This design comes from an exercise in tuning for small area, a short achievable clock period and few clock cycles on the open sky130 flow, not from production work.
Only simulation tests tie the RTL to the original design; equivalence was not proved.

`flow/flow/run.sh`:
```
#!/bin/bash
set -euo pipefail
M=5.9
bash standard.sh "SETUP_SLACK_MARGIN=$M" \
  "BUFFER_PORTS_ARGS=-buffer_cell sky130_fd_sc_hd__buf_1" \
  "CTS_ARGS=-sink_clustering_enable -repair_clock_nets -dont_use_dummy_load -buf_list {sky130_fd_sc_hd__clkbuf_4 sky130_fd_sc_hd__clkbuf_8}" \
  finish > make_finish.log 2>&1
```
`flow/standard.sh`:
```
#!/bin/bash
# synth_recipe.tcl (not shown) runs the flow's synth.tcl, then flattens the netlist and writes it again
# the make line also repeats each setting of config.mk as NAME=value (left out here)
make -C /OpenROAD-flow-scripts/flow DESIGN_CONFIG=/design/flow/config.mk WORK_HOME=/design/flow/orfs CLKGATE_MAP_FILE= SYNTH_SCRIPT=/design/flow/synth_recipe.tcl "${@:-finish}"
```
`flow/config.mk`:
```
export PLATFORM = sky130hd
export DESIGN_NAME = invoice_amount_parser
export DESIGN_NICKNAME = invoice_amount_parser
export VERILOG_FILES = /design/flow/design.v
export SDC_FILE = /design/flow/constraint.sdc
export NUM_CORES = 4
export LEC_CHECK = 0
export ABC_AREA = 1
export CAP_MARGIN = 20
export CORE_MARGIN = 2
export CORE_UTILIZATION = 60
export CTS_BUF_LIST = sky130_fd_sc_hd__clkbuf_4 sky130_fd_sc_hd__clkbuf_8
export SLEW_MARGIN = 20
```
`flow/constraint.sdc`:
```
create_clock -name core_clock -period 9.0 [get_ports {clk}]
set_input_delay 1.8000 -clock core_clock [delete_from_list [all_inputs] [get_ports {clk}]]
set_output_delay 1.8000 -clock core_clock [all_outputs]
set_load 0.01 [all_outputs]
```
`flow/design.v`:
```
`timescale 1ns / 1ps
`default_nettype none
package iap_pkg;
	localparam int CHAR_W         = 8;
	localparam int SAT_W          = 57;
	localparam int FLASH_W        = 5;
	localparam int MAX_DIGITS_DEF = 12;
	localparam logic [1:0] ST_OK        = 2'd0;
	localparam logic [1:0] ST_NO_DIGITS = 2'd1;
	localparam logic [1:0] ST_UNIT_ERR  = 2'd2;
	localparam logic [1:0] ST_OVERFLOW  = 2'd3;
endpackage
`default_nettype wire
`timescale 1ns / 1ps
`default_nettype none
module iap_mul10_add #(
	parameter int W = 57
) (
	input  wire [W-1:0] a,
	input  wire [3:0]   d,
	output wire [W-1:0] s
);
	localparam int N  = W;          
	localparam int NP = N + 1;      
	localparam int LV = (NP > 64) ? 7 : (NP > 32) ? 6 : (NP > 16) ? 5 : (NP > 8) ? 4 : 3;
	wire [2:0] xl = d[3] ? 3'b111 : d[2:0];
	wire       y0 = d[3];
	wire       ci = d[3] & d[0];
	wire [N-1:0] x = {a[W-4:0], xl};       
	wire [N-1:0] y = {a[W-2:0], y0};       
	wire [NP-1:0] g0 = {x & y, ci};
	wire [NP-1:0] p0 = {x ^ y, 1'b0};
	wire [NP-1:0] gl [LV+1];
	wire [NP-1:0] pl [LV+1];
	assign gl[0] = g0;
	assign pl[0] = p0;
	genvar l, i;
	generate
		for (l = 0; l < LV; l++) begin : g_lv
			for (i = 0; i < NP; i++) begin : g_pos
				if (((i >> l) & 1) == 1) begin : g_node
					localparam int J = ((i >> l) << l) - 1;
					assign gl[l+1][i] = gl[l][i] | (pl[l][i] & gl[l][J]);
					assign pl[l+1][i] = pl[l][i] & pl[l][J];
				end else begin : g_pass
					assign gl[l+1][i] = gl[l][i];
					assign pl[l+1][i] = pl[l][i];
				end
			end
		end
	endgenerate
	assign s = (x ^ y) ^ gl[LV][N-1:0];
endmodule
`default_nettype wire
`timescale 1ns / 1ps
`default_nettype none
import iap_pkg::*;
module invoice_amount_parser #(
	parameter int MAX_DIGITS = MAX_DIGITS_DEF
) (
	input  logic               clk,
	input  logic               arst_n,
	input  logic               in_valid,
	output logic               in_stall,
	input  logic [CHAR_W-1:0]  character,
	input  logic               last_char,
	output logic               out_valid,
	input  logic               out_stall,
	output logic [1:0]         status,
	output logic [SAT_W-1:0]   satoshis,
	output logic [FLASH_W-1:0] flash_count
);
	localparam logic [1:0] PH_SEEK  = 2'd0;
	localparam logic [1:0] PH_DIG   = 2'd1;
	localparam logic [1:0] PH_UNIT  = 2'd2;
	localparam logic [1:0] PH_DONE  = 2'd3;
	localparam logic [1:0] U_M = 2'd0;
	localparam logic [1:0] U_U = 2'd1;
	localparam logic [1:0] U_N = 2'd2;
	localparam logic [1:0] U_P = 2'd3;
	logic [1:0]  ph_q;
	logic [3:0]  cnt_q;       
	logic [3:0]  sig_q;       
	logic [1:0]  uk_q;        
	logic        ug_q;        
	logic [15:0] l_q;
	logic        accj_q;      
	logic        ended_q;     
	logic        loaded_q;    
	logic        stall_q;
	logic [1:0]  std_q;       
	logic [2:0]  kd_q;        
	logic [2:0]  occ_q;       
	logic        g_q;         
	logic        dz_q;        
	logic [56:0] acc_q;
	logic [2:0]  k_q;         
	logic [2:0]  z_q;         
	logic        active_q;
	logic        eended_q;
	logic        ov_q;
	logic [1:0]  st_q;
	logic [4:0]  fl_q;
	logic is_dig, is_let, is_mnup;
	logic [1:0] kind;
	assign is_dig = (character >= 8'h30) && (character <= 8'h39);
	assign is_let = ((character >= 8'h61) && (character <= 8'h7a)) ||
	                ((character >= 8'h41) && (character <= 8'h5a));
	always_comb begin
		is_mnup = 1'b1;
		kind    = U_M;
		unique case (character)
			8'h6d:   kind = U_M;
			8'h75:   kind = U_U;
			8'h6e:   kind = U_N;
			8'h70:   kind = U_P;
			default: is_mnup = 1'b0;
		endcase
	end
	logic       ir_v, ir_dig, ir_let, ir_mnup, ir_last;
	logic [1:0] ir_kind;
	logic [3:0] ir_d;
	logic       accept, ir_v_n, ir_dig_n;
	assign accept   = in_valid && !stall_q;
	logic dec, pending, can_load, load, proc, fresh;
	assign dec      = ended_q || (ph_q == PH_DONE);
	assign pending  = dec && !loaded_q;
	assign can_load = !active_q && !ov_q;
	logic load_q, fresh_q, blocked_q;
	assign load     = load_q;
	assign fresh    = fresh_q;
	assign proc     = ir_v && !blocked_q;
	logic [1:0]  ph_b, ph_n;
	logic [3:0]  cnt_b, sig_b, cnt_n;
	logic        ug_b;
	logic        in_run, take, ovf_set, unit_hit, pop;
	logic        ended_n, loaded_n;
	assign ph_b   = fresh ? PH_SEEK : ph_q;
	assign cnt_b  = fresh ? 4'd0 : cnt_q;
	assign sig_b  = fresh ? 4'd0 : sig_q;
	assign ug_b   = fresh ? 1'b0 : ug_q;
	assign in_run   = proc && ir_dig && ((ph_b == PH_SEEK) || (ph_b == PH_DIG));
	assign take     = in_run && (cnt_b < 4'(MAX_DIGITS));
	assign ovf_set  = in_run && !(cnt_b < 4'(MAX_DIGITS));
	assign unit_hit = proc && ir_let && ((ph_b == PH_DIG) || (ph_b == PH_UNIT));
	assign pop      = take && (cnt_b >= 4'd4);
	always_comb begin
		ph_n = ph_b;
		unique case (ph_b)
			PH_SEEK: if (ir_dig) ph_n = PH_DIG;
			PH_DIG:  if (ir_let) ph_n = PH_DONE; else if (!ir_dig) ph_n = PH_UNIT;
			PH_UNIT: if (ir_let) ph_n = PH_DONE;
			default: ph_n = PH_DONE;
		endcase
	end
	assign ended_n  = proc ? ir_last : ended_q;
	assign loaded_n = (proc && fresh) ? 1'b0 : (loaded_q || load);
	assign cnt_n    = proc ? (take ? cnt_b + 4'd1 : (ovf_set ? 4'd13 : cnt_b)) : cnt_q;
	always_ff @(posedge clk or negedge arst_n) begin
		if (!arst_n) begin
			ended_q  <= 1'b1;
			loaded_q <= 1'b1;
		end else begin
			ended_q  <= ended_n;
			loaded_q <= loaded_n;
		end
	end
	logic [1:0] ph_x, uk_x;
	logic       ug_x, accj_x;
	assign ph_x   = proc ? ph_n : ph_q;
	assign ug_x   = proc ? (unit_hit ? ir_mnup : ug_b) : ug_q;
	assign uk_x   = unit_hit ? ir_kind : uk_q;
	assign accj_x = proc ? ((fresh ? 1'b0 : accj_q) || pop) : accj_q;
	always_ff @(posedge clk) begin
		ph_q   <= ph_x;
		ug_q   <= ug_x;
		cnt_q  <= cnt_n;
		accj_q <= accj_x;
		uk_q   <= uk_x;
		if (proc) begin
			if (take) begin
				sig_q <= (sig_b == 4'd0) ? {3'd0, ir_d != 4'd0} : sig_b + 4'd1;
			end else begin
				sig_q <= sig_b;
			end
		end
	end
	logic       shift;
	logic [2:0] wpos;
	assign shift = epop || pop;
	logic [2:0] occ_cur, occ_n;
	assign occ_cur = load ? kd_q : occ_q;
	assign wpos    = (occ_cur == 3'd4) ? 3'd3 : occ_cur - {2'd0, epop};
	assign occ_n   = occ_cur - {2'd0, epop} + {2'd0, take && !pop};
	always_ff @(posedge clk) begin
		for (int i = 0; i < 4; i++) begin
			if (take && wpos == 3'(i)) begin
				l_q[15-4*i -: 4] <= ir_d;
			end else if (shift) begin
				l_q[15-4*i -: 4] <= (i == 3) ? 4'd0 : l_q[11-4*i -: 4];
			end
		end
	end
	logic [1:0] st_ld;
	logic [2:0] k_ld, z_ld;
	logic [4:0] fl_ld;
	logic       ok_ld;
	function automatic logic [1:0] f_status(input logic [1:0] ph, input logic [3:0] cnt, input logic ug);
		if (ph == PH_SEEK)             f_status = ST_NO_DIGITS;
		else if (cnt == 4'd13)         f_status = ST_OVERFLOW;
		else if (ph != PH_DONE || !ug) f_status = ST_UNIT_ERR;
		else                           f_status = ST_OK;
	endfunction
	function automatic logic [2:0] f_pops(input logic ok, input logic [1:0] uk, input logic [3:0] cnt);
		logic [2:0] c;
		c = (cnt >= 4'd4) ? 3'd4 : cnt[2:0];
		if (!ok)            f_pops = 3'd0;
		else if (uk == U_N) f_pops = c - 3'd1;
		else if (uk == U_P) f_pops = 3'd0;
		else                f_pops = c;
	endfunction
	assign st_ld = std_q;
	assign ok_ld = (std_q == ST_OK);
	assign k_ld  = kd_q;
	always_comb begin
		z_ld  = 3'd0;
		fl_ld = 5'd1;
		if (ok_ld) begin
			unique case (uk_q)
				U_M: begin z_ld = 3'd5; if (sig_q != 4'd0) fl_ld = {1'b0, sig_q} + 5'd5; end
				U_U: begin z_ld = 3'd2; if (sig_q != 4'd0) fl_ld = {1'b0, sig_q} + 5'd2; end
				U_N: begin              if (sig_q > 4'd1)  fl_ld = {1'b0, sig_q} - 5'd1; end
				default: begin          if (sig_q > 4'd4)  fl_ld = {1'b0, sig_q} - 5'd4; end
			endcase
		end
	end
	logic        step, epop, eend_now, eended_n, fin;
	logic [2:0]  k_n, z_n;
	logic        active_n, ov_n;
	logic lpop;
	assign lpop     = load && (k_ld != 3'd0);
	assign epop     = (active_q && (k_q != 3'd0)) || lpop;
	assign step     = active_q && ((k_q != 3'd0) || (z_q != 3'd0));
	assign eend_now = proc && ir_last && !ended_q && (loaded_q || load);
	assign eended_n = load ? (ended_q || eend_now) : (eended_q || eend_now);
	assign k_n      = load ? (k_ld - {2'd0, lpop}) : ((active_q && (k_q != 3'd0)) ? k_q - 3'd1 : k_q);
	assign z_n      = load ? z_ld : ((step && !epop) ? z_q - 3'd1 : z_q);
	logic kz_n, zz_n;
	assign kz_n     = load ? (k_ld[2:1] == 2'd0) :
	                  ((k_q[2:1] == 2'd0) && (!k_q[0] || active_q));
	assign zz_n     = load ? (z_ld == 3'd0) :
	                  ((z_q[2:1] == 2'd0) && (!z_q[0] || (active_q && (k_q == 3'd0))));
	assign fin      = (load || active_q) && kz_n && zz_n && eended_n;
	assign active_n = (load || active_q) && !fin;
	assign ov_n     = fin || (ov_q && out_stall);
	logic busy_n, load_n, fresh_n, blocked_n, pending_x;
	assign busy_n    = active_n || ov_n;
	assign load_n    = pending_x && !busy_n;
	assign fresh_n   = ended_n && (loaded_n || load_n);
	assign blocked_n = (ended_n && !loaded_n && !load_n) ||
	                   (ir_dig_n && !fresh_n && (ph_x == PH_DIG) && (cnt_n >= 4'd4) &&
	                    (cnt_n < 4'(MAX_DIGITS)) && busy_n);
	assign ir_v_n    = accept || (ir_v && !proc);
	assign ir_dig_n  = accept ? is_dig : ir_dig;
	always_ff @(posedge clk or negedge arst_n) begin
		if (!arst_n) begin
			ir_v <= 1'b0;
		end else begin
			ir_v <= ir_v_n;
		end
	end
	always_ff @(posedge clk) begin
		if (accept) begin
			ir_dig  <= is_dig;
			ir_let  <= is_let;
			ir_mnup <= is_mnup;
			ir_kind <= kind;
			ir_d    <= character[3:0];
			ir_last <= last_char;
		end
	end
	always_ff @(posedge clk or negedge arst_n) begin
		if (!arst_n) begin
			active_q <= 1'b0;
			ov_q     <= 1'b0;
			stall_q  <= 1'b0;
			load_q   <= 1'b0;
			fresh_q  <= 1'b1;
			blocked_q <= 1'b0;
		end else begin
			active_q <= active_n;
			ov_q     <= ov_n;
			stall_q  <= ir_v_n && blocked_n;
			load_q   <= load_n;
			fresh_q  <= fresh_n;
			blocked_q <= blocked_n;
		end
	end
	logic [56:0] h_a, h_s;
	logic [3:0]  h_d;
	logic step_x, ok_x, g_x, dz_x;
	logic [2:0] kld_x;
	assign step_x    = active_n && !(kz_n && zz_n);
	assign pending_x = (ended_n || (ph_x == PH_DONE)) && !loaded_n;
	logic [1:0] st_x;
	assign st_x      = f_status(ph_x, cnt_n, ug_x);
	assign ok_x      = (st_x == ST_OK);
	assign kld_x     = f_pops(ok_x, uk_x, proc ? cnt_b : cnt_q);
	assign g_x       = step_x || (pending_x ? (ok_x && accj_x) : accj_x);
	assign dz_x      = step_x ? kz_n : (pending_x && (kld_x == 3'd0));
	assign h_a = acc_q;
	assign h_d = dz_q ? 4'd0 : l_q[15:12];
	iap_mul10_add #(.W(57)) u_h (.a(h_a), .d(h_d), .s(h_s));
	always_ff @(posedge clk or negedge arst_n) begin
		if (!arst_n) begin
			occ_q <= 3'd0;
		end else begin
			occ_q <= occ_n;
		end
	end
	always_ff @(posedge clk) begin
		g_q  <= g_x;
		dz_q <= dz_x;
	end
	always_ff @(posedge clk) begin
		std_q    <= st_x;
		kd_q     <= kld_x;
		eended_q <= eended_n;
		k_q      <= k_n;
		z_q      <= z_n;
		if (load) begin
			st_q  <= st_ld;
			fl_q  <= fl_ld;
		end
		if (step || pop || (load && ((k_ld != 3'd0) || !(ok_ld && accj_q)))) begin
			acc_q <= g_q ? h_s : {53'd0, h_d};
		end
	end
	assign in_stall    = stall_q;
	assign out_valid   = ov_q;
	assign status      = st_q;
	assign satoshis    = acc_q;
	assign flash_count = fl_q;
endmodule
`default_nettype wire
```
==> out/results.ini, run 1 <==
[final_layout]
syn_to_final_growth_pct=7.75
drive_gt1_frac=0.0837
nNetsFinal=1338
antennaDiodeCount=0

[worst_hold_path]
hold_class=flip-flop to flip-flop
hp-start=std_q[0]

[grt]
use_met3=0.0377
use_met1=0.302
grt_max_degree=58
grt_use_total=0.238
grt_pass1_vias=6913
grt_use_met2=0.418
grt_pass1_wl_um=31100
grt-ovfl-total=0
antenna_found_initial=0
gr-max-usage-layer=met2

[drt]
wirelength_um=18500
ant_nets=0
drcViolationCount=0
dr.pass1.iters=5
vias_per_cell=5.27
wire_per_inst_um=13.0
vias=7519
drt_iter0_drc=452

[critical_path]
r2r_slack_ns=6.22
cp-startpoint=acc_q[0]
critPathKind=flip-flop to primary output
arrival_ns=1.15
slowest_delay_ns=0.46
cp_slowest_cell=edfxtp_1
r2r_start=dz_q
worstSetupStartpointType=flip-flop
crit_family=flip-flops
cp.required_ns=7.20
critPathMaxFanout=5
worst-path-buf-inv=1
path_cells=buf_1
critPathCaptureType=primary output

[sta]
period_minus_slack_ns=2.95
finalHoldViolCount=0
tns_ns=0
period_share=0.327
tightest_slew_ns=0.803
rsz0062_at_grt=no
final_max_slew_viol_count=0
skew_ns=0.0301
setup_viol=0
maxSlewHeadroom=0.464
max_freq_mhz=340

[logic_synthesis]
yosys_most_used_dff=edfxtp_1
yosysSeqAreaShare=0.402
avgSynthCellArea_um2=7.85
synth_common_cells=nand2_1 (277), inv_1 (159), nor2_1 (153)
syn_inst=1158
syn_nets=1251
synth_top_cell_area_share=0.327
ys_async_sr_fraction=0.0923
netlist_area_um2=9090
synth_edf_count=99
yosysUniqueCellTypes=60
yosys.cell_count.top_type=nand2_1
yosys-top-cells-area=edfxtp_1 (33%), nand2_1 (11%), ha_1 (10%)
synth_top_area_cell=edfxtp_1
yosysWarnings=2
ys_ff_latch=130

[clocking]
cts_max_path_buffers=2
clk_pin_slew_ns=0.07
clock-root-buffer=clkbuf_8
cts_setup_buffers=0
cts_tree=built
clk-insertion-delay-late_ns=0.46
cts.sinks=130
numCtsBuffers=17
cts_max_level=4

[die]
die_x_um=127
die_area_um2=16100
rows=44
io_pins=79
die_h_um=127
fp.coreArea_um2=14600
start_util=0.621

[placement]
dpl.hpwl_um=13900
io_buffers=78
place.gp.congestion=0.841

[outcome]
status=complete, no violations

[flow_run]
maxCapViolCount=0

==> logic make-up after synthesis <==
family | Yosys count | share of synthesized area
AOI/OAI and AO/OA | 170 | 0.103
xor gates and xnor gates | 15 | 0.0145
adders and majority gates | 80 | 0.113
buffers and inverters | 184 | 0.0807
DFF | 130 | 0.402
muxes | 2 | 0.00262
and+or+nand+nor | 577 | 0.283
==> final timing paths <==
| path | endpoint | cells past startpoint |
|---|---|---|
| setup reg to reg | acc_q[32] | 16 |
| min in group asynchronous | ov_q | 1 |
| hold reg to reg | st_q[0] | 0 |
| max in group asynchronous | load_q | 1 |
| setup / recovery | satoshis[0] | 1 |
| hold / removal | st_q[0] | 0 |
==> flip-flops by register name, summed over array words and instances (netlist names), 3 cells and up <==
name / count
acc_q: 57
l_q: 16
fl_q: 5
cnt_q: 4
ir_d: 4
sig_q: 4
k_q: 3
kd_q: 3
occ_q: 3
z_q: 3
==> area by class of cell <==
type	instances	area, µm²
Timing Repair Buffer	80	308
Sequential cell	130	3660
Fill cell	1303	4850
Clock buffer	17	234
Inverter	172	647
Tap cell	184	230
Multi-Input combinational cell	844	4710
==> cell usage in the layout, fill, tap and decap left out, drive strengths merged, types with 3 or more instances in the layout <==
| cell | n |
|---|---|
| xor2 | 7 |
| fa | 4 |
| a21o | 3 |
| a221oi | 3 |
| inv | 171 |
| xnor2 | 8 |
| o21bai | 4 |
| o21ai | 60 |
| dfrtp | 9 |
| nand2 | 313 |
| nor3 | 14 |
| buf | 80 |
| nand3b | 5 |
| dfstp | 3 |
| edfxtp | 99 |
| nand4 | 8 |
| a21boi | 3 |
| clkbuf | 17 |
| nor2 | 161 |
| ha | 76 |
| dfxtp | 19 |
| a21oi | 82 |
| nand3 | 66 |
==> metrics by stage <==
step | std cells | hold WS [ns] | utilization | instance area (µm²) | setup slack, ns
after global placement | 1410 | 0.424 | 0.652 | 9550 | 5.74
final | 1427 | 0.433 | 0.669 | 9790 | 6.05
after floorplan | 1158 | 0.409 | - | 9090 | 5.95
after CTS | 1427 | 0.439 | 0.668 | 9780 | 6.02
after detailed placement | 1410 | 0.422 | 0.652 | 9550 | 5.63
after global routing | 1427 | 0.448 | 0.669 | 9790 | 5.99
==> routing by layer <==
| layer | share of wire | wire, µm |
|---|---|---|
| met1 | 0.46 | 8570 |
| met2 | 0.49 | 9010 |
| met3 | 0.036 | 673 |
| met4 | 0.015 | 279 |
| met5 | 0 | 0 |
==> what timing repair did <==
| action | CTS | global route |
|---|---|---|
| hold buffers | 0 | 0 |
| setup endpoints to repair | 0 | 6 |
| gates resized for setup | 0 | 3 |
Testbench counts, summed over its fixed seeds: cycles 33,131.
==> inputs of run 2 (changes only) <==
--- a/flow/flow/run.sh
+++ b/flow/flow/run.sh
@@ -1,5 +1,5 @@
 #!/bin/bash
 set -euo pipefail
-M=5.9
+M=6.0
 bash standard.sh "SETUP_SLACK_MARGIN=$M" \
   "BUFFER_PORTS_ARGS=-buffer_cell sky130_fd_sc_hd__buf_1" \
==> out/results.ini, run 2 <==
[grt]
antenna_found_initial=0  ; unchanged
grt_max_degree=58  ; unchanged
grt_pass1_wl_um=30900  ; was 31,100 µm
grt_use_total=0.236  ; was 0.238
grt-ovfl-total=0  ; unchanged
grt_pass1_vias=6818  ; was 6,913

[critical_path]
r2r_start=l_q[15]  ; was dz_q
cp.required_ns=7.20  ; about the same
path_cells=buf_1  ; unchanged
critPathMaxFanout=4  ; was 5
critPathCaptureType=primary output  ; unchanged
r2r-end=acc_q[32]  ; unchanged
cp-startpoint=acc_q[2]  ; was acc_q[0]
slowest_delay_ns=0.43  ; was 0.46 ns
critPathKind=flip-flop to primary output  ; unchanged
worst-path-buf-inv=1  ; unchanged
r2r_cells=15  ; was 16
arrival_ns=1.11  ; was 1.15 ns
worstSetupStartpointType=flip-flop  ; unchanged
crit_family=flip-flops  ; unchanged
r2r_slack_ns=6.18  ; was 6.22 ns
cp_slowest_cell=edfxtp_1  ; unchanged

[drt]
drcViolationCount=0  ; unchanged
wirelength_um=18500  ; about the same
dr.pass1.iters=5  ; unchanged
ant_nets=0  ; unchanged
vias=7621  ; was 7,519
drt_iter0_drc=442  ; was 452
vias_per_cell=5.34  ; was 5.27
wire_per_inst_um=13.0  ; about the same

[logic_synthesis]
synth_common_cells=nand2_1 (277), inv_1 (159), nor2_1 (153)  ; unchanged
synth_compound_area_frac=0.103  ; unchanged
yosys-top-cells-area=edfxtp_1 (33%), nand2_1 (11%), ha_1 (10%)  ; unchanged
yosysSeqAreaShare=0.402  ; unchanged
syn_nets=1251  ; unchanged
synth_edf_count=99  ; unchanged
yosys.cell_count.top_type=nand2_1  ; unchanged
yosysUniqueCellTypes=60  ; unchanged
avgSynthCellArea_um2=7.85  ; unchanged
syn_inst=1158  ; unchanged
yosysWarnings=2  ; unchanged
synth-simple-area-share=0.283  ; unchanged
ys_async_sr_fraction=0.0923  ; unchanged
synth-adder-area-share=0.113  ; unchanged
synth_xor_xnor_area_share=0.0145  ; unchanged
ys_ff_latch=130  ; unchanged
muxShareOfSynthArea=0.00262  ; unchanged
synth_top_cell_area_share=0.327  ; unchanged
yosys_most_used_dff=edfxtp_1  ; unchanged
netlist_area_um2=9090  ; unchanged
synth_top_family_by_area=simple AND/OR/NAND/NOR gates  ; unchanged
synth_top_area_cell=edfxtp_1  ; unchanged

[final_layout]
syn_to_final_growth_pct=7.83  ; was 7.75%
largest-register=acc_q  ; unchanged
antennaDiodeCount=0  ; unchanged
largest_reg_flops=57  ; unchanged
drive_gt1_frac=0.0844  ; was 0.0837
nNetsFinal=1339  ; was 1,338
final_cell_mix=nand2_1 (277), inv_1 (159), nor2_1 (152)  ; unchanged
reg_top3=acc_q: 57 flops, l_q: 16 flops, fl_q: 5 flops  ; unchanged
layout_commonest_cell=nand2_1  ; unchanged

[placement]
place.gp.congestion=0.837  ; was 0.841
dpl.hpwl_um=14000  ; was 13,900 µm
io_buffers=78  ; unchanged

[sta]
period_minus_slack_ns=2.91  ; was 2.95 ns
skew_ns=0.0306  ; was 0.0301 ns
tns_ns=0  ; unchanged
max_freq_mhz=343  ; was 340 MHz
final_max_slew_viol_count=0  ; unchanged
rsz0062_at_grt=yes  ; was no
period_share=0.324  ; was 0.327
maxSlewHeadroom=0.477  ; was 0.464
finalHoldViolCount=0  ; unchanged
tightest_slew_ns=0.785  ; was 0.803 ns
setup_viol=0  ; unchanged
holdWs_ns=0.442  ; was 0.433 ns

[outcome]
status=complete, no violations  ; unchanged

[clocking]
clock-root-buffer=clkbuf_8  ; unchanged
numCtsBuffers=17  ; unchanged
cts_max_level=4  ; unchanged
cts.sinks=130  ; unchanged
clk_pin_slew_ns=0.06  ; was 0.07 ns
clk-insertion-delay-late_ns=0.45  ; was 0.46 ns
cts_hold_buffers=0  ; unchanged
cts_tree=built  ; unchanged
cts_max_path_buffers=2  ; unchanged

[die]
die_area_um2=16100  ; unchanged
io_pins=79  ; unchanged
start_util=0.621  ; unchanged
die_h_um=127  ; unchanged
die_x_um=127  ; unchanged
fp.coreArea_um2=14600  ; unchanged
rows=44  ; unchanged

[worst_hold_path]
hold_class=flip-flop to flip-flop  ; unchanged
worstHoldPathCells=0  ; unchanged
hp-start=std_q[1]  ; was std_q[0]
holdPathEnd=st_q[1]  ; was st_q[0]

[flow_run]
maxCapViolCount=0  ; unchanged

==> run 2: cell counts after synthesis <==
No cell type changed its count.
==> run 2: routing by layer <==
| metal | up-vias | share of wire | wire [µm] | GRT usage |
|---|---|---|---|---|
| met5 | - | 0 | 0 | 0 |
| met4 | 0 | 0.016 | 303 | 0.0730 |
| met3 | 23 | 0.028 | 519 | 0.0406 |
| met2 | 120 | 0.49 | 9000 | 0.404 |
| met1 | 3494 | 0.47 | 8720 | 0.309 |
| li1 | 3984 | - | - | - |
==> run 2: layout make-up <==
cell class                      count  area (µm²)
Tap cell                          184         230
Inverter                          172         647
Fill cell                        1296        4840
Clock buffer                       17         234
Sequential cell                   130        3660
Multi-Input combinational cell    844        4710
Timing Repair Buffer               81         315
==> run 2: cells by family after synthesis <==
kind of cell    Yosys count
fa+ha+maj                80
buf+inv                 184
simple gates            577
compound gates          170
flops                   130
mux                       2
xor+xnor                 15
==> run 2: per-stage QoR <==
step / setup WS (ns) / area [µm²] / util / instances
floorplan: 6.19 / 9090 / - / 1158
global placement: 5.95 / 9550 / 0.652 / 1410
detailed placement: 5.91 / 9550 / 0.652 / 1410
CTS: 6.03 / 9780 / 0.668 / 1427
global route: 5.97 / 9800 / 0.669 / 1428
finish: 6.09 / 9800 / 0.669 / 1428
==> run 2: worst max path at each step <==
stage                              to  slack, ns  cells past startpoint
after detailed placement      stall_q       5.91                     11
final                     satoshis[2]       6.09                      1
after global placement        stall_q       5.95                     11
after floorplan               stall_q       6.19                     10
after global routing        acc_q[32]       5.97                     15
after CTS                 satoshis[0]       6.03                      1
==> run 2: timing repair <==
| item | 4_1_cts | 5_1_grt |
|---|---|---|
| setup buffers | 0 | 1 |
| endpoints found under the setup margin | 0 | 7 |
| resized for setup | 0 | 2 |
==> inputs of run 3 (changes only) <==
--- a/flow/flow/run.sh
+++ b/flow/flow/run.sh
@@ -1,5 +1,5 @@
 #!/bin/bash
 set -euo pipefail
-M=6.0
+M=6.3
 bash standard.sh "SETUP_SLACK_MARGIN=$M" \
   "BUFFER_PORTS_ARGS=-buffer_cell sky130_fd_sc_hd__buf_1" \
==> out/results.ini, run 3 <==
[sta]
maxSlewHeadroom=0.530  ; was 0.477
max_freq_mhz=352  ; was 343 MHz
tns_ns=0  ; unchanged
rsz0062_at_grt=yes  ; unchanged
finalHoldViolCount=0  ; unchanged
period_share=0.316  ; was 0.324
final_max_slew_viol_count=0  ; unchanged
finalWorstSetupSlack_ns=6.16  ; was 6.09 ns
tightest_slew_ns=0.706  ; was 0.785 ns
skew_ns=0.0244  ; was 0.0306 ns
setup_viol=0  ; unchanged
period_minus_slack_ns=2.84  ; was 2.91 ns

[die]
die_area_um2=16100  ; unchanged
io_pins=79  ; unchanged
die_x_um=127  ; unchanged
rows=44  ; unchanged
start_util=0.621  ; unchanged
die_h_um=127  ; unchanged
fp.coreArea_um2=14600  ; unchanged

[critical_path]
worst-path-buf-inv=1  ; unchanged
arrival_ns=1.04  ; was 1.11 ns
critPathCaptureType=primary output  ; unchanged
slowest_delay_ns=0.44  ; was 0.43 ns
critPathMaxFanout=2  ; was 4
cp_slowest_cell=edfxtp_1  ; unchanged
cp.required_ns=7.20  ; about the same
r2r_start=acc_q[8]  ; was l_q[15]
worstSetupStartpointType=flip-flop  ; unchanged
crit_family=flip-flops  ; unchanged
critPathKind=flip-flop to primary output  ; unchanged
path_cells=buf_6  ; was buf_1
cp-startpoint=acc_q[7]  ; was acc_q[2]

[logic_synthesis]
yosys-top-cells-area=edfxtp_1 (33%), nand2_1 (11%), ha_1 (10%)  ; unchanged
yosysWarnings=2  ; unchanged
netlist_area_um2=9090  ; unchanged
yosys.cell_count.top_type=nand2_1  ; unchanged
synth_common_cells=nand2_1 (277), inv_1 (159), nor2_1 (153)  ; unchanged
yosys_most_used_dff=edfxtp_1  ; unchanged
ys_ff_latch=130  ; unchanged
yosysUniqueCellTypes=60  ; unchanged
synth_top_area_cell=edfxtp_1  ; unchanged
avgSynthCellArea_um2=7.85  ; unchanged
synth_top_cell_area_share=0.327  ; unchanged
synth_edf_count=99  ; unchanged
yosysSeqAreaShare=0.402  ; unchanged
syn_inst=1158  ; unchanged
ys_async_sr_fraction=0.0923  ; unchanged
syn_nets=1251  ; unchanged

[final_layout]
final_cell_mix=nand2_1 (274), inv_1 (158), nor2_1 (152)  ; was nand2_1 (277), inv_1 (159), nor2_1 (152)
antennaDiodeCount=0  ; unchanged
drive_gt1_frac=0.187  ; was 0.0844
layout_commonest_cell=nand2_1  ; unchanged
largest_reg_flops=57  ; unchanged
syn_to_final_growth_pct=16.4  ; was 7.83%
largest-register=acc_q  ; unchanged
nNetsFinal=1419  ; was 1,339
reg_top3=acc_q: 57 flops, l_q: 16 flops, fl_q: 5 flops  ; unchanged

[drt]
vias=7977  ; was 7,621
ant_nets=0  ; unchanged
dr.pass1.iters=5  ; unchanged
drcViolationCount=0  ; unchanged
drt_iter0_drc=523  ; was 442
vias_per_cell=5.29  ; was 5.34
wirelength_um=20100  ; was 18,500 µm
wire_per_inst_um=13.3  ; was 13.0 µm

[worst_hold_path]
hp-start=std_q[1]  ; unchanged
hold_class=flip-flop to flip-flop  ; unchanged

[clocking]
cts_max_path_buffers=2  ; unchanged
numCtsBuffers=17  ; unchanged
cts_hold_buffers=0  ; unchanged
cts_tree=built  ; unchanged
cts.sinks=130  ; unchanged
clk_pin_slew_ns=0.07  ; was 0.06 ns
clock-root-buffer=clkbuf_8  ; unchanged
clk-insertion-delay-late_ns=0.46  ; was 0.45 ns
cts_max_level=4  ; unchanged

[placement]
io_buffers=78  ; unchanged
dpl.hpwl_um=14100  ; was 14,000 µm
place.gp.congestion=0.848  ; was 0.837
dp_slack_ns=6.06  ; was 5.91 ns

[grt]
antenna_found_initial=0  ; unchanged
grt_use_total=0.255  ; was 0.236
grt_pass1_vias=7371  ; was 6,818
grt_max_degree=55  ; was 58
grt-ovfl-total=0  ; unchanged
grt_pass1_wl_um=33200  ; was 30,900 µm

[outcome]
status=complete, no violations  ; unchanged

[flow_run]
maxCapViolCount=0  ; unchanged

==> run 3: logic make-up (layout without fill, tap and decap cells) <==
family | after synthesis | count (layout) | share of synthesized area
xor gates and xnor gates | 15 | 15 | 0.0145
DFF | 130 | 130 | 0.402
AOI/OAI and AO/OA | 170 | 170 | 0.103
and+or+nand+nor | 577 | 578 | 0.283
buffers and inverters | 184 | 349 | 0.0807
muxes | 2 | 2 | 0.00262
adders and majority gates | 80 | 80 | 0.113
==> run 3: layout make-up <==
| class | count | area (µm²) |
|---|---|---|
| multi-input cells | 845 | 4810 |
| fillers | 1228 | 4060 |
| flip-flops and latches | 130 | 3660 |
| repair buffers | 160 | 1000 |
| inverters | 172 | 647 |
| clock buffers | 17 | 234 |
| well taps | 184 | 230 |
==> run 3: path summary, 6_finish.rpt <==
path | cells past startpoint | slack (ns) | to
hold / removal | 0 | 0.45 | st_q[1]
setup reg to reg | 15 | 6.33 | acc_q[32]
min in group asynchronous | 1 | 1.37 | ir_v
max in group asynchronous | 1 | 7.14 | load_q
hold reg to reg | 0 | 0.45 | st_q[1]
setup / recovery | 1 | 6.16 | satoshis[7]
==> run 3: metal layers <==
layer | up-vias | track usage | wire length [µm]
met5 | - | 0 | 0
met4 | 0 | 0.0795 | 473
met3 | 33 | 0.0507 | 801
met2 | 176 | 0.443 | 9800
met1 | 3628 | 0.322 | 8990
li1 | 4140 | - | -
==> run 3: what timing repair did <==
item / in CTS / in global routing
setup endpoints to repair: 80 / 99
resized for setup: 11 / 63
cloned: 1 / 0
setup buffers: 60 / 20
pin swaps: 1 / 2
==> run 3: metrics by stage <==
stage | instance area [µm²] | hold slack (ns) | utilization | instances
final | 10600 | 0.452 | 0.723 | 1508
after global routing | 10600 | 0.468 | 0.723 | 1508
after detailed placement | 9550 | 0.427 | 0.652 | 1410
after global placement | 9550 | 0.424 | 0.652 | 1410
after floorplan | 9100 | 0.409 | - | 1158
after CTS | 10300 | 0.452 | 0.702 | 1488
==> inputs of run 4 (changes only) <==
--- a/flow/flow/run.sh
+++ b/flow/flow/run.sh
@@ -1,5 +1,5 @@
 #!/bin/bash
 set -euo pipefail
-M=6.3
+M=6.2
 bash standard.sh "SETUP_SLACK_MARGIN=$M" \
   "BUFFER_PORTS_ARGS=-buffer_cell sky130_fd_sc_hd__buf_1" \
==> out/results.ini, run 4 <==
[final_layout]
drive_gt1_frac=0.166  ; was 0.187
reg_top3=acc_q: 57 flops, l_q: 16 flops, fl_q: 5 flops  ; unchanged
final_cell_mix=nand2_1 (276), inv_1 (159), nor2_1 (152)  ; was nand2_1 (274), inv_1 (158), nor2_1 (152)
num-fill-cells=1221  ; was 1,228
largest-register=acc_q  ; unchanged
seq_area_um2=3660  ; unchanged
final_area_um2=10400  ; was 10,600 µm²
nNetsFinal=1406  ; was 1,419
postLayoutCoreUtil=0.710  ; was 0.723
antennaDiodeCount=0  ; unchanged
multi_input_area_um2=4730  ; was 4810 µm²
largest_reg_flops=57  ; unchanged
layout_commonest_cell=nand2_1  ; unchanged
syn_to_final_growth_pct=14.4  ; was 16.4%

[sta]
rsz0062_at_grt=yes  ; unchanged
period_minus_slack_ns=2.84  ; about the same
finalHoldViolCount=0  ; unchanged
tns_ns=0  ; unchanged
maxSlewHeadroom=0.491  ; was 0.530
tightest_slew_ns=0.763  ; was 0.706 ns
max_freq_mhz=352  ; about the same
skew_ns=0.0320  ; was 0.0244 ns
final_max_slew_viol_count=0  ; unchanged
setup_viol=0  ; unchanged
finalWorstSetupSlack_ns=6.16  ; about the same
period_share=0.316  ; about the same

[logic_synthesis]
synth_compound_area_frac=0.103  ; unchanged
yosys-top-cells-area=edfxtp_1 (33%), nand2_1 (11%), ha_1 (10%)  ; unchanged
muxShareOfSynthArea=0.00262  ; unchanged
synth_top_area_cell=edfxtp_1  ; unchanged
synth_common_cells=nand2_1 (277), inv_1 (159), nor2_1 (153)  ; unchanged
synth_edf_count=99  ; unchanged
synth-adder-area-share=0.113  ; unchanged
synth_top_cell_area_share=0.327  ; unchanged
yosysSeqAreaShare=0.402  ; unchanged
syn_inst=1158  ; unchanged
yosys.cell_count.top_type=nand2_1  ; unchanged
yosysWarnings=2  ; unchanged
yosys_most_used_dff=edfxtp_1  ; unchanged
netlist_area_um2=9090  ; unchanged
yosysUniqueCellTypes=60  ; unchanged
ys_async_sr_fraction=0.0923  ; unchanged
synth_xor_xnor_area_share=0.0145  ; unchanged
avgSynthCellArea_um2=7.85  ; unchanged
synth_top_family_by_area=simple AND/OR/NAND/NOR gates  ; unchanged
syn_nets=1251  ; unchanged
synth-simple-area-share=0.283  ; unchanged
ys_ff_latch=130  ; unchanged

[drt]
vias=7877  ; was 7,977
wirelength_um=19700  ; was 20,100 µm
vias_per_cell=5.27  ; was 5.29
drcViolationCount=0  ; unchanged
drt_iter0_drc=560  ; was 523
ant_nets=0  ; unchanged
dr.pass1.iters=5  ; unchanged
wire_per_inst_um=13.2  ; was 13.3 µm

[clocking]
clk-insertion-delay-late_ns=0.46  ; about the same
cts_hold_buffers=0  ; unchanged
cts.sinks=130  ; unchanged
cts_max_path_buffers=2  ; unchanged
clock-root-buffer=clkbuf_8  ; unchanged
clk_pin_slew_ns=0.07  ; about the same
numCtsBuffers=17  ; unchanged
cts_max_level=4  ; unchanged
cts_tree=built  ; unchanged

[critical_path]
worstSetupStartpointType=flip-flop  ; unchanged
critPathKind=flip-flop to primary output  ; unchanged
cp_slowest_cell=edfxtp_1  ; unchanged
r2r_cells=15  ; unchanged
worst-path-buf-inv=1  ; unchanged
crit_family=flip-flops  ; unchanged
cp.required_ns=7.20  ; about the same
r2r_slack_ns=6.33  ; about the same
critPathMaxFanout=2  ; unchanged
r2r_start=acc_q[2]  ; was acc_q[8]
path_cells=buf_6  ; unchanged
critPathCaptureType=primary output  ; unchanged
r2r-end=acc_q[32]  ; unchanged
arrival_ns=1.04  ; about the same
slowest_delay_ns=0.45  ; was 0.44 ns

[outcome]
status=complete, no violations  ; unchanged

[worst_hold_path]
worstHoldPathCells=0  ; unchanged
hold_class=flip-flop to flip-flop  ; unchanged
holdPathEnd=st_q[1]  ; unchanged
hp-start=std_q[1]  ; unchanged

[placement]
place.gp.congestion=0.831  ; was 0.848
place_area_um2=9550  ; unchanged
dp_slack_ns=6.05  ; was 6.06 ns
io_buffers=78  ; unchanged
dpl.hpwl_um=13900  ; was 14,100 µm

[die]
io_pins=79  ; unchanged
die_x_um=127  ; unchanged
fp.coreArea_um2=14600  ; unchanged
die_area_um2=16100  ; unchanged
start_util=0.621  ; unchanged
die_h_um=127  ; unchanged
rows=44  ; unchanged

[grt]
grt_pass1_wl_um=32700  ; was 33,200 µm
grt_max_degree=55  ; unchanged
grt-ovfl-total=0  ; unchanged
grt_use_total=0.249  ; was 0.255
antenna_found_initial=0  ; unchanged
grt_pass1_vias=7233  ; was 7,371

[flow_run]
maxCapViolCount=0  ; unchanged

-- run 4: kinds of logic (layout without fill, tap and decap cells) --
family | Yosys count | count (layout)
AO/OA/AOI/OAI | 170 | 170
multiplexers | 2 | 2
flip-flops | 130 | 130
adder cells (fa/ha/maj) | 80 | 80
buffers and inverters | 184 | 336
XOR/XNOR | 15 | 15
AND/OR/NAND/NOR | 577 | 578
-- run 4: metal layers --
metal,GRT usage,share of wire,up-vias
met1,0.317,0.46,3556
met4,0.0970,0.025,0
met5,0,0,-
met2,0.426,0.48,175
met3,0.0440,0.041,39
li1,-,-,4107
-- run 4: stage by stage --
| stage | instances | hold slack (ns) |
|---|---|---|
| 6_report | 1495 | 0.433 |
| 5_1_grt | 1495 | 0.446 |
| 4_1_cts | 1484 | 0.435 |
| 3_5_place_dp | 1410 | 0.433 |
| 3_3_place_gp | 1410 | 0.428 |
| 2_1_floorplan | 1158 | 0.409 |
-- run 4: repair_timing --
item / in CTS / in global routing
pin swaps: 1 / 1
buffers inserted: 56 / 11
setup endpoints to repair: 59 / 83
gates resized for setup: 10 / 44
cloned: 1 / 0
-- run 4: worst max-delay path by stage --
stage / start / end / slack [ns] / depth (start not counted)
floorplan: in_valid / stall_q / 6.30 / 10
global placement: in_valid / stall_q / 6.09 / 11
detailed placement: in_valid / stall_q / 6.05 / 11
CTS: acc_q[34] / satoshis[34] / 6.15 / 1
global route: acc_q[43] / satoshis[43] / 6.13 / 1
finish: acc_q[7] / satoshis[7] / 6.16 / 1
-- run 4: area by class of cell --
type / count / share of cell area
repair buffers: 147 / 0.0863
flip-flops and latches: 130 / 0.352
multi-input cells: 845 / 0.455
well taps: 184 / 0.0221
clock buffers: 17 / 0.0225
inverters: 172 / 0.0622
==> inputs of run 5 (changes only) <==
--- a/flow/flow/run.sh
+++ b/flow/flow/run.sh
@@ -1,5 +1,5 @@
 #!/bin/bash
 set -euo pipefail
-M=6.2
+M=5.6
 bash standard.sh "SETUP_SLACK_MARGIN=$M" \
   "BUFFER_PORTS_ARGS=-buffer_cell sky130_fd_sc_hd__buf_1" \
==> out/results.ini, run 5 <==
[placement]
place.gp.congestion=0.841  ; was 0.831
place_area_um2=9550  ; about the same
dp.cells=1410  ; unchanged
io_buffers=78  ; unchanged
dpl.hpwl_um=13900  ; about the same
dp_slack_ns=5.63  ; was 6.05 ns

[critical_path]
r2r-end=acc_q[32]  ; unchanged
crit_cells=1  ; unchanged
path_cells=buf_1  ; was buf_6
cp.required_ns=7.20  ; about the same
crit_family=flip-flops  ; unchanged
cp_slowest_cell=edfxtp_1  ; unchanged
r2r_cells=16  ; was 15
arrival_ns=1.15  ; was 1.04 ns
worst-path-buf-inv=1  ; unchanged
worstSetupStartpointType=flip-flop  ; unchanged
critPathKind=flip-flop to primary output  ; unchanged
r2r_start=dz_q  ; was acc_q[2]
critPathMaxFanout=5  ; was 2
slowest_delay_ns=0.47  ; was 0.45 ns
cp-startpoint=acc_q[0]  ; was acc_q[7]
crit_end=satoshis[0]  ; was satoshis[7]
critPathCaptureType=primary output  ; unchanged
r2r_slack_ns=6.11  ; was 6.33 ns

[final_layout]
multi_input_area_um2=4700  ; was 4730 µm²
drive_gt1_frac=0.0821  ; was 0.166
layout_commonest_cell=nand2_1  ; unchanged
largest_reg_flops=57  ; unchanged
seq_area_um2=3660  ; about the same
syn_to_final_growth_pct=7.61  ; was 14.4%
postLayoutCoreUtil=0.668  ; was 0.710
final_cell_mix=nand2_1 (277), inv_1 (159), nor2_1 (153)  ; was nand2_1 (276), inv_1 (159), nor2_1 (152)
largest-register=acc_q  ; unchanged
num-fill-cells=1306  ; was 1,221
nNetsFinal=1338  ; was 1,406
final_area_um2=9780  ; was 10,400 µm²
reg_top3=acc_q: 57 flops, l_q: 16 flops, fl_q: 5 flops  ; unchanged
antennaDiodeCount=0  ; unchanged
final-instance-count-excl-fill=1427  ; was 1,495

[clocking]
cts_setup_buffers=0  ; was 56
cts.sinks=130  ; unchanged
cts_max_path_buffers=2  ; unchanged
cts_max_level=4  ; unchanged
numCtsBuffers=17  ; unchanged
cts_tree=built  ; unchanged
cts_hold_buffers=0  ; unchanged
clk-insertion-delay-late_ns=0.46  ; about the same
clk_pin_slew_ns=0.07  ; about the same
ctsResizeCount=0  ; was 10
clock-root-buffer=clkbuf_8  ; unchanged

[logic_synthesis]
synth_compound_area_frac=0.103  ; unchanged
yosysUniqueCellTypes=60  ; unchanged
synth_top_area_cell=edfxtp_1  ; unchanged
syn_inst=1158  ; unchanged
synth-simple-area-share=0.283  ; unchanged
synth_top_cell_area_share=0.327  ; unchanged
avgSynthCellArea_um2=7.85  ; unchanged
yosys.cell_count.top_type=nand2_1  ; unchanged
synth_edf_count=99  ; unchanged
ys_async_sr_fraction=0.0923  ; unchanged
ys_ff_latch=130  ; unchanged
yosys-top-cells-area=edfxtp_1 (33%), nand2_1 (11%), ha_1 (10%)  ; unchanged
muxShareOfSynthArea=0.00262  ; unchanged
synth_common_cells=nand2_1 (277), inv_1 (159), nor2_1 (153)  ; unchanged
syn_nets=1251  ; unchanged
synth_top_family_by_area=simple AND/OR/NAND/NOR gates  ; unchanged
netlist_area_um2=9090  ; unchanged
yosysSeqAreaShare=0.402  ; unchanged
synth_xor_xnor_area_share=0.0145  ; unchanged
yosys_most_used_dff=edfxtp_1  ; unchanged
synth-adder-area-share=0.113  ; unchanged
yosysWarnings=2  ; unchanged

[drt]
wire_per_inst_um=13.0  ; was 13.2 µm
vias=7523  ; was 7,877
drt_iter0_drc=454  ; was 560
wirelength_um=18600  ; was 19,700 µm
ant_nets=0  ; unchanged
drcViolationCount=0  ; unchanged
dr.pass1.iters=5  ; unchanged
vias_per_cell=5.27  ; about the same

[grt]
grt_max_degree=58  ; was 55
grt-ovfl-total=0  ; unchanged
grt_pass1_wl_um=31100  ; was 32,700 µm
antenna_found_initial=0  ; unchanged
grt_use_total=0.238  ; was 0.249
grt_pass1_vias=6913  ; was 7,233

[die]
io_pins=79  ; unchanged
rows=44  ; unchanged
start_util=0.621  ; unchanged
die_x_um=127  ; unchanged
fp.coreArea_um2=14600  ; unchanged
die_h_um=127  ; unchanged
die_area_um2=16100  ; unchanged

[sta]
max_freq_mhz=339  ; was 352 MHz
period_minus_slack_ns=2.95  ; was 2.84 ns
rsz0062_at_grt=no  ; was yes
finalWorstSetupSlack_ns=6.05  ; was 6.16 ns
tns_ns=0  ; unchanged
period_share=0.327  ; was 0.316
tightest_slew_ns=0.936  ; was 0.763 ns
maxSlewHeadroom=0.376  ; was 0.491
finalHoldViolCount=0  ; unchanged
setup_viol=0  ; unchanged
final_max_slew_viol_count=0  ; unchanged
skew_ns=0.0300  ; was 0.0320 ns

[outcome]
status=complete, no violations  ; unchanged

[worst_hold_path]
hold_class=flip-flop to flip-flop  ; unchanged

[flow_run]
maxCapViolCount=0  ; unchanged

run 5: cell counts after synthesis:
Identical to the previous run, type by type.
run 5: worst min path at each step:
stage | startpoint | to | slack (ns) | depth (start not counted)
floorplan | std_q[1] | st_q[1] | 0.41 | 0
global placement | std_q[0] | st_q[0] | 0.42 | 0
detailed placement | std_q[0] | st_q[0] | 0.42 | 0
CTS | std_q[0] | st_q[0] | 0.44 | 0
global route | std_q[0] | st_q[0] | 0.45 | 0
finish | std_q[0] | st_q[0] | 0.43 | 0
run 5: kinds of logic after synthesis:
group           after synthesis
xor+xnor                     15
simple gates                577
fa+ha+maj                    80
buf+inv                     184
flops                       130
compound gates              170
mux                           2
run 5: metal layers:
layer	global-route usage	routed length (µm)	vias to the layer above
met5	0	0	-
met4	0.0750	279	0
met3	0.0377	651	24
met2	0.418	9030	154
met1	0.302	8590	3375
li1	-	-	3970
run 5: cell type report:
class                      instances  share of cell area
tap                              184              0.0235
multi-input combinational        844               0.481
inverter                         172              0.0661
sequential                       130               0.374
timing repair buffer              80              0.0315
clock buffer                      17              0.0239
run 5: per-stage QoR:
step | hold slack [ns]
after floorplan | 0.409
after global placement | 0.424
after detailed placement | 0.422
after CTS | 0.439
after global routing | 0.448
final | 0.433
run 5: worst register-to-register path, delay by kind of cell, from the launching register on:
kind	cells	cell delay, ns
simple gates	11	1.26
xor+xnor	1	0.16
flops	1	0.34
buf+inv	2	0.18
fa+ha+maj	2	0.71
==> inputs of run 6 (changes only) <==
--- a/flow/config.mk
+++ b/flow/config.mk
@@ -6,8 +6,7 @@
 export NUM_CORES = 4
 export LEC_CHECK = 0
-export ABC_AREA = 1
-export CAP_MARGIN = 20
+export CAP_MARGIN = 10
 export CORE_MARGIN = 2
 export CORE_UTILIZATION = 60
 export CTS_BUF_LIST = sky130_fd_sc_hd__clkbuf_4 sky130_fd_sc_hd__clkbuf_8
-export SLEW_MARGIN = 20
+export SLEW_MARGIN = 10
==> out/results.ini, run 6 <==
[outcome]
status=complete, no violations  ; unchanged

[logic_synthesis]
ys_async_sr_fraction=0.0923  ; unchanged
netlist_area_um2=8240  ; was 9090 µm²
synth_edf_count=99  ; unchanged
syn_nets=884  ; was 1,251
yosys.cell_count.top_type=edfxtp_1  ; was nand2_1
synth_top_cell_area_share=0.361  ; was 0.327
yosysSeqAreaShare=0.444  ; was 0.402
ys_ff_latch=130  ; unchanged
syn_inst=791  ; was 1,158
yosys_most_used_dff=edfxtp_1  ; unchanged
synth_top_area_cell=edfxtp_1  ; unchanged
synth_common_cells=edfxtp_1 (99), nor2_1 (77), ha_1 (76)  ; was nand2_1 (277), inv_1 (159), nor2_1 (153)
yosysWarnings=2  ; unchanged
yosysUniqueCellTypes=76  ; was 60
avgSynthCellArea_um2=10.4  ; was 7.85 µm²
yosys-top-cells-area=edfxtp_1 (36%), ha_1 (12%), dfxtp_1 (4.6%)  ; was edfxtp_1 (33%), nand2_1 (11%), ha_1 (10%)

[sta]
max_freq_mhz=309  ; was 339 MHz
tightest_slew_ns=0.939  ; was 0.936 ns
finalWorstSetupSlack_ns=5.76  ; was 6.05 ns
rsz0062_at_grt=yes  ; was no
setup_viol=0  ; unchanged
period_share=0.360  ; was 0.327
final_max_slew_viol_count=0  ; unchanged
tns_ns=0  ; unchanged
maxSlewHeadroom=0.373  ; was 0.376
holdWs_ns=0.469  ; was 0.433 ns
skew_ns=0.0241  ; was 0.0300 ns
period_minus_slack_ns=3.24  ; was 2.95 ns
finalHoldViolCount=0  ; unchanged

[final_layout]
final-instance-count-excl-fill=1052  ; was 1,427
layout_commonest_cell=edfxtp_1  ; was nand2_1
postLayoutCoreUtil=0.676  ; was 0.668
syn_to_final_growth_pct=9.51  ; was 7.61%
nNetsFinal=971  ; was 1,338
reg_top3=acc_q: 57 flops, l_q: 16 flops, fl_q: 5 flops  ; unchanged
drive_gt1_frac=0.0822  ; was 0.0821
seq_area_um2=3660  ; unchanged
final_cell_mix=edfxtp_1 (99), buf_1 (78), nor2_1 (76), ha_1 (76), nand2_1 (55)  ; was nand2_1 (277), inv_1 (159), nor2_1 (153)
largest_reg_flops=57  ; unchanged
antennaDiodeCount=0  ; unchanged
final_area_um2=9020  ; was 9780 µm²
largest-register=acc_q  ; unchanged
num-fill-cells=1073  ; was 1,306
multi_input_area_um2=4400  ; was 4700 µm²

[critical_path]
worstSetupStartpointType=flip-flop  ; unchanged
critPathMaxFanout=5  ; unchanged
r2r_cells=13  ; was 16
r2r_start=l_q[15]  ; was dz_q
r2r-end=acc_q[56]  ; was acc_q[32]
r2r_slack_ns=5.76  ; was 6.11 ns
critPathCaptureType=flip-flop  ; was primary output
critPathKind=flip-flop to flip-flop  ; was flip-flop to primary output
arrival_ns=3.43  ; was 1.15 ns
cp.required_ns=9.19  ; was 7.20 ns

[placement]
io_buffers=78  ; unchanged
dp.cells=1028  ; was 1,410
place_area_um2=8700  ; was 9550 µm²
dpl.hpwl_um=12500  ; was 13,900 µm
dp_slack_ns=5.54  ; was 5.63 ns
place.gp.congestion=0.890  ; was 0.841

[grt]
grt_use_total=0.238  ; about the same
grt_pass1_vias=6009  ; was 6,913
grt-ovfl-total=0  ; unchanged
grt_pass1_wl_um=27800  ; was 31,100 µm
grt_max_degree=58  ; unchanged
antenna_found_initial=0  ; unchanged

[drt]
wirelength_um=17000  ; was 18,600 µm
drt_iter0_drc=352  ; was 454
wire_per_inst_um=16.1  ; was 13.0 µm
vias_per_cell=5.88  ; was 5.27
vias=6184  ; was 7,523
dr.pass1.iters=4  ; was 5
drcViolationCount=0  ; unchanged
ant_nets=0  ; unchanged

[flow_run]
maxCapViolCount=0  ; unchanged

[clocking]
clock-root-buffer=clkbuf_8  ; unchanged
clk-insertion-delay-late_ns=0.44  ; was 0.46 ns
cts_tree=built  ; unchanged
cts_max_level=4  ; unchanged
numCtsBuffers=17  ; unchanged
clk_pin_slew_ns=0.08  ; was 0.07 ns
cts_max_path_buffers=2  ; unchanged
cts.sinks=130  ; unchanged

[worst_hold_path]
holdPathEnd=st_q[0]  ; unchanged
hold_class=flip-flop to flip-flop  ; unchanged
worstHoldPathCells=0  ; unchanged
hp-start=std_q[0]  ; unchanged

[die]
start_util=0.617  ; was 0.621
die_x_um=121  ; was 127 µm
fp.coreArea_um2=13300  ; was 14,600 µm²
die_h_um=121  ; was 127 µm
rows=42  ; was 44
die_area_um2=14700  ; was 16,100 µm²
io_pins=79  ; unchanged

## run 6: what timing repair did
| action | in CTS | in global routing |
|---|---|---|
| buffers inserted | 1 | 6 |
| setup endpoints to repair | 2 | 17 |
| hold buffers | 0 | 0 |
| pin swaps | 1 | 6 |
| gates resized for setup | 0 | 8 |
## run 6: critical path, stage by stage, from the launching register on
cell and delay, ns:
edfxtp_1 0.44, nor2_1 0.12, nor2_1 0.05, ha_1 0.35, nand4b_4 0.13, a21oi_4 0.21, o2111ai_4 0.17, a2111oi_4 0.37
buf_4 0.19, o211ai_4 0.11, a2111oi_4 0.42, nor3_2 0.11, nor3_2 0.24, nor3b_2 0.07
## run 6: kinds of logic (layout without fill, tap and decap cells)
logic type / count (synthesis) / count (layout) / share of synthesized area
fa+ha+maj: 80 / 80 / 0.125
mux: 28 / 28 / 0.0362
xor+xnor: 46 / 46 / 0.0489
compound gates: 183 / 183 / 0.155
flops: 130 / 130 / 0.444
simple gates: 268 / 268 / 0.165
buf+inv: 56 / 141 / 0.0255
## run 6: worst max path at each step
| stage | from | to | depth (start not counted) |
|---|---|---|---|
| 4_1_cts | l_q[15] | acc_q[56] | 12 |
| 5_1_grt | l_q[15] | acc_q[56] | 13 |
| 2_1_floorplan | l_q[15] | acc_q[56] | 12 |
| 6_report | l_q[15] | acc_q[56] | 13 |
| 3_5_place_dp | l_q[15] | acc_q[56] | 12 |
| 3_3_place_gp | l_q[15] | acc_q[56] | 12 |
## run 6: metal layers
layer | part of all wire | up-vias | track usage
li1 | - | 3087 | -
met4 | 0.018 | 0 | 0.0884
met5 | 0 | - | 0
met2 | 0.50 | 128 | 0.417
met1 | 0.44 | 2948 | 0.293
met3 | 0.035 | 21 | 0.0409
## run 6: cell type report
cell class,count,area share
multi-input combinational,605,0.488
sequential,130,0.406
timing repair buffer,88,0.0408
tap,176,0.0244
inverter,36,0.0150
clock buffer,17,0.0259
==> inputs of run 7 (changes only) <==
==> flow/flow/run.sh (replaced) <==
#!/bin/bash
set -euo pipefail
M=6.1
bash standard.sh "SETUP_SLACK_MARGIN=$M" \
  "BUFFER_PORTS_ARGS=-buffer_cell sky130_fd_sc_hd__buf_2" \
  "CTS_ARGS=-sink_clustering_enable -repair_clock_nets -dont_use_dummy_load -buf_list {sky130_fd_sc_hd__clkbuf_4 sky130_fd_sc_hd__clkbuf_8}" \
  finish > make_finish.log 2>&1
--- a/flow/config.mk
+++ b/flow/config.mk
@@ -6,7 +6,8 @@
 export NUM_CORES = 4
 export LEC_CHECK = 0
-export CAP_MARGIN = 10
+export ABC_AREA = 1
+export CAP_MARGIN = 20
 export CORE_MARGIN = 2
 export CORE_UTILIZATION = 60
 export CTS_BUF_LIST = sky130_fd_sc_hd__clkbuf_4 sky130_fd_sc_hd__clkbuf_8
-export SLEW_MARGIN = 10
+export SLEW_MARGIN = 20
==> out/results.ini, run 7 <==
[outcome]
status=complete, no violations  ; unchanged

[critical_path]
cp.required_ns=7.20  ; was 9.19 ns
crit_family=flip-flops  ; was compound AO/OA/AOI/OAI gates
slowest_delay_ns=0.45  ; was 0.44 ns
worst-path-buf-inv=1  ; unchanged
critPathMaxFanout=3  ; was 5
critPathCaptureType=primary output  ; was flip-flop
worstSetupStartpointType=flip-flop  ; unchanged
arrival_ns=1.07  ; was 3.43 ns

[clocking]
cts_max_level=4  ; unchanged
clk-insertion-delay-late_ns=0.44  ; about the same
cts_max_path_buffers=2  ; unchanged
clock-root-buffer=clkbuf_8  ; unchanged
numCtsBuffers=17  ; unchanged
cts.sinks=130  ; unchanged
cts_hold_buffers=0  ; unchanged

[die]
die_h_um=127  ; was 121 µm
rows=44  ; was 42
fp.coreArea_um2=14600  ; was 13,300 µm²
die_area_um2=16100  ; was 14,700 µm²
io_pins=79  ; unchanged
start_util=0.621  ; was 0.617
die_x_um=127  ; was 121 µm

[final_layout]
largest-register=acc_q  ; unchanged
largest_reg_flops=57  ; unchanged
reg_top3=acc_q: 57 flops, l_q: 16 flops, fl_q: 5 flops  ; unchanged
syn_to_final_growth_pct=10.5  ; was 9.51%
layout_commonest_cell=nand2_1  ; was edfxtp_1
final-instance-count-excl-fill=1447  ; was 1,052
final_cell_mix=nand2_1 (277), inv_1 (159), nor2_1 (152)  ; was edfxtp_1 (99), buf_1 (78), nor2_1 (76), ha_1 (76), nand2_1 (55)
drive_gt1_frac=0.160  ; was 0.0822
antennaDiodeCount=0  ; unchanged

[sta]
tns_ns=0  ; unchanged
skew_ns=0.0271  ; was 0.0241 ns
setup_viol=0  ; unchanged
finalWorstSetupSlack_ns=6.13  ; was 5.76 ns
tightest_slew_ns=0.780  ; was 0.939 ns
period_share=0.319  ; was 0.360
final_max_slew_viol_count=0  ; unchanged
maxSlewHeadroom=0.480  ; was 0.373
period_minus_slack_ns=2.87  ; was 3.24 ns
holdWs_ns=0.434  ; was 0.469 ns

[grt]
grt_pass1_wl_um=31500  ; was 27,800 µm
grt-ovfl-total=0  ; unchanged
antenna_found_initial=0  ; unchanged

[drt]
wire_per_inst_um=13.0  ; was 16.1 µm
vias=7674  ; was 6,184
dr.pass1.iters=6  ; was 4
drt_iter0_drc=443  ; was 352
ant_nets=0  ; unchanged

[logic_synthesis]
yosys_most_used_dff=edfxtp_1  ; unchanged
synth_common_cells=nand2_1 (277), inv_1 (159), nor2_1 (153)  ; was edfxtp_1 (99), nor2_1 (77), ha_1 (76)
synth_top_area_cell=edfxtp_1  ; unchanged
netlist_area_um2=9090  ; was 8240 µm²
yosysWarnings=2  ; unchanged
synth_top_cell_area_share=0.327  ; was 0.361
yosys.cell_count.top_type=nand2_1  ; was edfxtp_1
ys_ff_latch=130  ; unchanged
synth_edf_count=99  ; unchanged
ys_async_sr_fraction=0.0923  ; unchanged
syn_inst=1158  ; was 791
yosys-top-cells-area=edfxtp_1 (33%), nand2_1 (11%), ha_1 (10%)  ; was edfxtp_1 (36%), ha_1 (12%), dfxtp_1 (4.6%)
yosysSeqAreaShare=0.402  ; was 0.444

[placement]
place.gp.congestion=0.869  ; was 0.890
dp_slack_ns=5.92  ; was 5.54 ns
dpl.hpwl_um=13900  ; was 12,500 µm
dp.cells=1410  ; was 1,028

[worst_hold_path]
hold_class=flip-flop to flip-flop  ; unchanged

[run 7: cell types whose count changed after synthesis, moves of 14 or more]
cell | previous run | this run
a21o_1 | 19 | 3
a21oi_1 | 50 | 79
clkbuf_1 | 19 | 5
inv_1 | 35 | 159
mux2_2 | 14 | 0
nand2_1 | 56 | 277
nand2_2 | 0 | 33
nand2b_1 | 21 | 0
nand3_1 | 19 | 58
nor2_1 | 77 | 153
o21ai_1 | 3 | 19
xnor2_1 | 22 | 8
xor2_1 | 24 | 7
[run 7: timing repair]
| item | CTS | global route |
|---|---|---|
| resized for setup | 1 | 1 |
| buffers inserted | 5 | 14 |
| setup endpoints to repair | 6 | 38 |
| gates cloned | 0 | 1 |
| pin swaps | 0 | 1 |
| endpoints found under the hold margin | 0 | 0 |
[run 7: cells by family (layout without fill, tap and decap cells)]
group / after synthesis / in the layout / synth area share
xor gates and xnor gates: 15 / 15 / 0.0145
adders and majority gates: 80 / 80 / 0.113
buffers and inverters: 184 / 288 / 0.0807
muxes: 2 / 2 / 0.00262
and+or+nand+nor: 577 / 578 / 0.283
AOI/OAI and AO/OA: 170 / 170 / 0.103
DFF: 130 / 130 / 0.402
[run 7: path summary, 6_finish.rpt]
check,slack [ns],depth (start not counted),startpoint,to
max,6.13,1,acc_q[7],satoshis[7]
min,0.43,0,std_q[0],st_q[0]
max reg2reg,6.31,16,dz_q,acc_q[32]
min reg2reg,0.43,0,std_q[0],st_q[0]
max in group asynchronous,7.47,1,arst_n,ended_q
min in group asynchronous,1.23,1,arst_n,ir_v
[run 7: area by class of cell]
type	instances	area (µm²)
multi-input combinational	845	4720
fill	1308	4600
sequential	130	3660
inverter	172	647
timing repair buffer	99	548
clock buffer	17	234
tap	184	230
[run 7: stage by stage]
stage / instance area [µm²] / utilization
2_1_floorplan: 9090 / -
3_3_place_gp: 9650 / 0.659
3_5_place_dp: 9650 / 0.659
4_1_cts: 9930 / 0.678
5_1_grt: 10000 / 0.686
6_report: 10000 / 0.686
[run 7: routing by layer]
metal,GRT usage,part of all wire,vias up
li1,-,-,4018
met1,0.313,0.46,3474
met2,0.406,0.48,159
met3,0.0482,0.038,23
met4,0.0653,0.016,0
met5,0,0,-

-- what the ideal ports hide --
How much do the figures lean on ideal ports? The routed layouts below were timed once more, with nothing changed but the port constraints.
Step 1 assumes that a clkbuf_16 drives the clock port and a buf_2 every other input.
Step 2 times the ports against the registers' clock, not the clock port: input delays grow and output delays shrink by t, the midpoint of the rising clock arrivals with the driver on.
a / b / c = ideal / step 1 / step 2; a / b = the first two.
run	t, ns	slack for setup (ns)	worst setup path at the end	worst data-port slew with drivers (ns)	pins driven straight from the clock port
run 1	0.484	6.055 / 6.017 / 5.892	input to register	0.03	1
run 2	0.477	6.085 / 6.047 / 5.920	input to register	0.04	1
run 3	0.483	6.160 / 6.119 / 6.039	input to register	0.03	1
run 4	0.477	6.156 / 6.119 / 6.076	input to register	0.03	1
run 5	0.484	6.054 / 6.016 / 5.660	input to register	0.03	1
run 6	0.465	5.759 / 5.759 / 5.750	input to register	0.03	1
run 7	0.471	6.132 / 6.093 / 5.946	input to register	0.03	1
After both steps every run listed still meets setup and hold. The setup slack of run 5, which loses most, moves by -0.038 ns with the drivers and by -0.394 ns with both steps.
